This design comes from an exercise in tuning for small area and a short achievable clock period on the open sky130 flow, not from production work. RTL that was checked went through simulation tests only; none was proved equivalent to the original. Power figures rest on the tool's default switching activity, not on a simulated workload.

## lane 4
==> flow/design.v <==
package biu_pkg;
    localparam int PHYS_AW = 20;
    localparam int DATA_W = 8;
endpackage
module responder_mem (
    input  logic        clk,
    input  logic [15:0] wsel_hi,
    input  logic [15:0] nwsel_hi,
    input  logic [15:0] sel_hi,
    input  logic [15:0] sel_lo,
    input  logic [7:0]  wdata,
    output logic [31:0] rpart
);
    logic [7:0] mem_q [256];
    logic [15:0] nsel_lo;
    always_ff @(posedge clk) nsel_lo <= ~sel_lo;
    for (genvar w = 0; w < 256; w++) begin : g_word
        logic we, nwe;
        assign we  = ~(nwsel_hi[w / 16] | nsel_lo[w % 16]);
        assign nwe = ~(wsel_hi[w / 16] & sel_lo[w % 16]);
        always_ff @(posedge clk)
            mem_q[w] <= (mem_q[w] & {8{nwe}}) | (wdata & {8{we}});
    end
    logic [15:0] rsel_lo [4];
    logic [15:0] rsel_hi;
    always_ff @(posedge clk) begin
        for (int c = 0; c < 4; c++) rsel_lo[c] <= sel_lo & {16{|sel_hi[c*4 +: 4]}};
        rsel_hi <= sel_hi;
    end
    logic [7:0] grp [16];
    logic [31:0] rpart_d;
    always_comb begin
        for (int h = 0; h < 16; h++) begin
            grp[h] = '0;
            for (int l = 0; l < 16; l++)
                grp[h] = grp[h] | (mem_q[h*16+l] & {8{rsel_lo[h/4][l]}});
        end
        rpart_d = '0;
        for (int h = 0; h < 16; h++)
            rpart_d[(h/4)*8 +: 8] = rpart_d[(h/4)*8 +: 8] | (grp[h] & {8{rsel_hi[h]}});
    end
    always_ff @(posedge clk) rpart <= rpart_d;
endmodule
module bus_responder (
    input  logic                        clk,
    input  logic                        rst,
    input  logic [biu_pkg::PHYS_AW-1:0] addr_bus,
    input  logic                        ale,
    input  logic                        rd,
    input  logic                        wr,
    input  logic [biu_pkg::DATA_W-1:0]  data_in,
    output logic [biu_pkg::DATA_W-1:0]  data_out,
    output logic                        data_oe,
    output logic                        ready,
    output logic                        hit,
    output logic                        err
);
    logic s_addr, s_wait, s_acc, s_hm, s_miss, s_hold, hit_a, miss_go;
    logic rd_dir;
    logic [15:0] sel_hi, sel_lo;
    logic [7:0] wdata_q;
    logic [15:0] wsel_hi, nwsel_hi;
    logic [31:0] rpart;
    logic [7:0]  rdata;
    always_comb begin
        rdata = '0;
        for (int k = 0; k < 4; k++) rdata = rdata | rpart[k*8 +: 8];
    end
    logic idle, busy, latch, strobe, both, dir_strobe, drive, hit_d;
    assign s_hold     = s_hm & !s_miss;
    assign busy       = s_wait | s_acc | s_hm;
    assign idle       = !(busy | s_addr);
    assign latch      = ale && (idle || s_addr);
    assign strobe     = rd | wr;
    assign both       = rd & wr;
    assign dir_strobe = rd_dir ? rd : wr;
    assign drive      = (s_acc || (s_hold && strobe)) && rd_dir;
    assign miss_go    = s_addr && !ale && strobe && (both || !hit_a);
    always_comb begin
        hit_d = hit;
        if (latch)                  hit_d = addr_bus[19:8] == 12'h000;
        else if (s_addr && both)    hit_d = 1'b0;
        else if (s_hold && !strobe) hit_d = 1'b0;
    end
    responder_mem u_mem (
        .clk   (clk),
        .wsel_hi (wsel_hi),
        .nwsel_hi(nwsel_hi),
        .sel_hi(sel_hi),
        .sel_lo(sel_lo),
        .wdata (wdata_q),
        .rpart (rpart)
    );
    always_ff @(posedge clk or negedge rst) begin
        if (!rst) begin
            s_addr   <= 1'b0;
            s_wait   <= 1'b0;
            s_acc    <= 1'b0;
            s_hm     <= 1'b0;
            s_miss   <= 1'b0;
            ready    <= 1'b0;
            hit      <= 1'b0;
            err      <= 1'b0;
            data_oe  <= 1'b0;
            data_out <= '0;
        end else begin
            s_addr   <= latch || (s_addr && !strobe);
            s_wait   <= s_addr && !ale && strobe && !both && hit_a;
            s_acc    <= s_wait && dir_strobe;
            s_hm     <= s_acc || (s_hm && strobe) || miss_go;
            s_miss   <= miss_go || (s_miss && strobe);
            ready    <= s_acc || (s_hold && strobe);
            hit      <= hit_d;
            err      <= (s_addr && !ale && both) || (ale && busy);
            data_oe  <= drive;
            data_out <= rdata & {8{drive}};
        end
    end
    always_ff @(posedge clk) begin
        if (latch) begin
            sel_hi <= 16'(1) << addr_bus[7:4];
            sel_lo <= 16'(1) << addr_bus[3:0];
            hit_a  <= addr_bus[19:8] == 12'h000;
        end
        if (s_addr && !ale && strobe) rd_dir <= rd;
        wdata_q <= data_in;
        wsel_hi  <= sel_hi & {16{s_acc && !rd_dir}};
        nwsel_hi <= ~(sel_hi & {16{s_acc && !rd_dir}});
    end
endmodule
==> flow/config.mk <==
export PLATFORM = sky130hd
export DESIGN_NAME = bus_responder
export DESIGN_NICKNAME = bus_responder
export VERILOG_FILES = /design/flow/design.v
export SDC_FILE = /design/flow/constraint.sdc
export NUM_CORES = 4
export LEC_CHECK = 0
export CAP_MARGIN = 20
export CORE_MARGIN = 2
export CORE_UTILIZATION = 60
export CTS_CLUSTER_DIAMETER = 100
export CTS_CLUSTER_SIZE = 25
export PLACE_DENSITY = 0.7
export SETUP_SLACK_MARGIN = 2.0
export SLEW_MARGIN = 20
==> flow/constraint.sdc <==
create_clock -name core_clock -period 4.0 [get_ports {clk}]
set_input_delay 0.8000 -clock core_clock [delete_from_list [all_inputs] [get_ports {clk}]]
set_output_delay 0.8000 -clock core_clock [all_outputs]
set_load 0.01 [all_outputs]
run.sh (not shown) runs the stock make flow with config.mk's settings and CLKGATE_MAP_FILE= SYNTH_SCRIPT=/design/flow/synth_recipe.tcl, a recipe that flattens the netlist after the stock synthesis.
--- input diff lane 4..lane 1 ---
-- flow/design.v --
<<< lane 4, line 13
);
    logic [7:0] mem_q [256];
    logic [15:0] nsel_lo;
    always_ff @(posedge clk) nsel_lo <= ~sel_lo;
    for (genvar w = 0; w < 256; w++) begin : g_word
        logic we, nwe;
        assign we  = ~(nwsel_hi[w / 16] | nsel_lo[w % 16]);
        assign nwe = ~(wsel_hi[w / 16] & sel_lo[w % 16]);
        always_ff @(posedge clk)
            mem_q[w] <= (mem_q[w] & {8{nwe}}) | (wdata & {8{we}});
>>> lane 1, line 13
);
    logic [7:0] mem_q [256];
    for (genvar w = 0; w < 256; w++) begin : g_word
        logic we, nwe;
        assign we  = wsel_hi[w / 16] & sel_lo[w % 16];
        assign nwe = nwsel_hi[w / 16] | ~sel_lo[w % 16];
        always_ff @(posedge clk)
            mem_q[w] <= (mem_q[w] & {8{nwe}}) | (wdata & {8{we}});
<<< lane 4, line 63
    logic [31:0] rpart;
    logic [7:0]  rdata;
    always_comb begin
        rdata = '0;
        for (int k = 0; k < 4; k++) rdata = rdata | rpart[k*8 +: 8];
    end
    logic idle, busy, latch, strobe, both, dir_strobe, drive, hit_d;
    assign s_hold     = s_hm & !s_miss;
>>> lane 1, line 61
    logic [31:0] rpart;
    logic [7:0]  rdata;
    assign rdata = rpart[7:0] | rpart[15:8] | rpart[23:16] | rpart[31:24];
    logic idle, busy, latch, strobe, both, dir_strobe, drive, hit_d;
    assign s_hold     = s_hm & !s_miss;
Notes after the runs:
- In summary, lane 1 completed successfully, with a layout that passed the timing, design-rule and antenna checks.
- Lane 4 → lane 1: share of the core filled with cells in the final layout went down 1.9 points; number of non-clock buffers in the layout went down 49.
- As of lane 1, total of flip-flops plus latches after synthesis had fallen slightly compared to lane 4.
- Lane 1 ends up with a power density of the placed cells that is about 0.8% lower than in lane 4.
- Looking at fraction of layout instances using a drive strength above 1, lane 1 sits 0.92 points lower than lane 4 does.
- Of the two values seen for slowest stage cell on the critical path, sky130_fd_sc_hd__dfrtp_2 was produced by lane 4 and sky130_fd_sc_hd__dfrtp_1 by lane 1.
- In terms of final area, lane 1 and lane 4 differ only marginally.
- Fmax: lane 1 above lane 4
- When lane 1 is set beside lane 4, its sequential share of layout area turns out to be 0.36 points smaller.
- In lane 1, the count of clock-buffer cells in the layout came out about 2.5% below the value in lane 4.
- Per the comparison of lane 1 with lane 4, post-synthesis cell count rose 280; portion of the clock cycle consumed by the worst path in the final layout dropped 3.7 points; routed wirelength normalized by instance count now sits lower.
- The total design power of lane 1 falls short of that of lane 4 by about 0.8%.
- Detailed route, lane 1 vs lane 4: via total lower for lane 1
The RTL of lane 4 was laid out without a check of its function.

==> afterwards: timing with drivers on the ports <==
No port has a modelled driver above. Below, the same layouts with a new extraction and two added sets of constraints.
Step 1, drivers: a clkbuf_16 drives clk and a buf_2 each remaining input, both assumed.
Step 2 times the ports against the registers' clock, not the clock port: input delays grow and output delays shrink by t, the midpoint of the rising clock arrivals with the driver on.
Slacks: ideal ports / drivers / drivers and shift; pairs: ideal ports / drivers.
run	t (ns)	setup slack, ns	worst data-port slew with drivers (ns)
lane 4	0.827	1.781 / 1.696 / 1.517	0.22
lane 1	0.815	1.927 / 1.850 / 1.624	0.17
After both steps every run listed still meets setup and hold. The setup slack of lane 1, which loses most, moves by -0.077 ns with the drivers and by -0.303 ns with both steps.
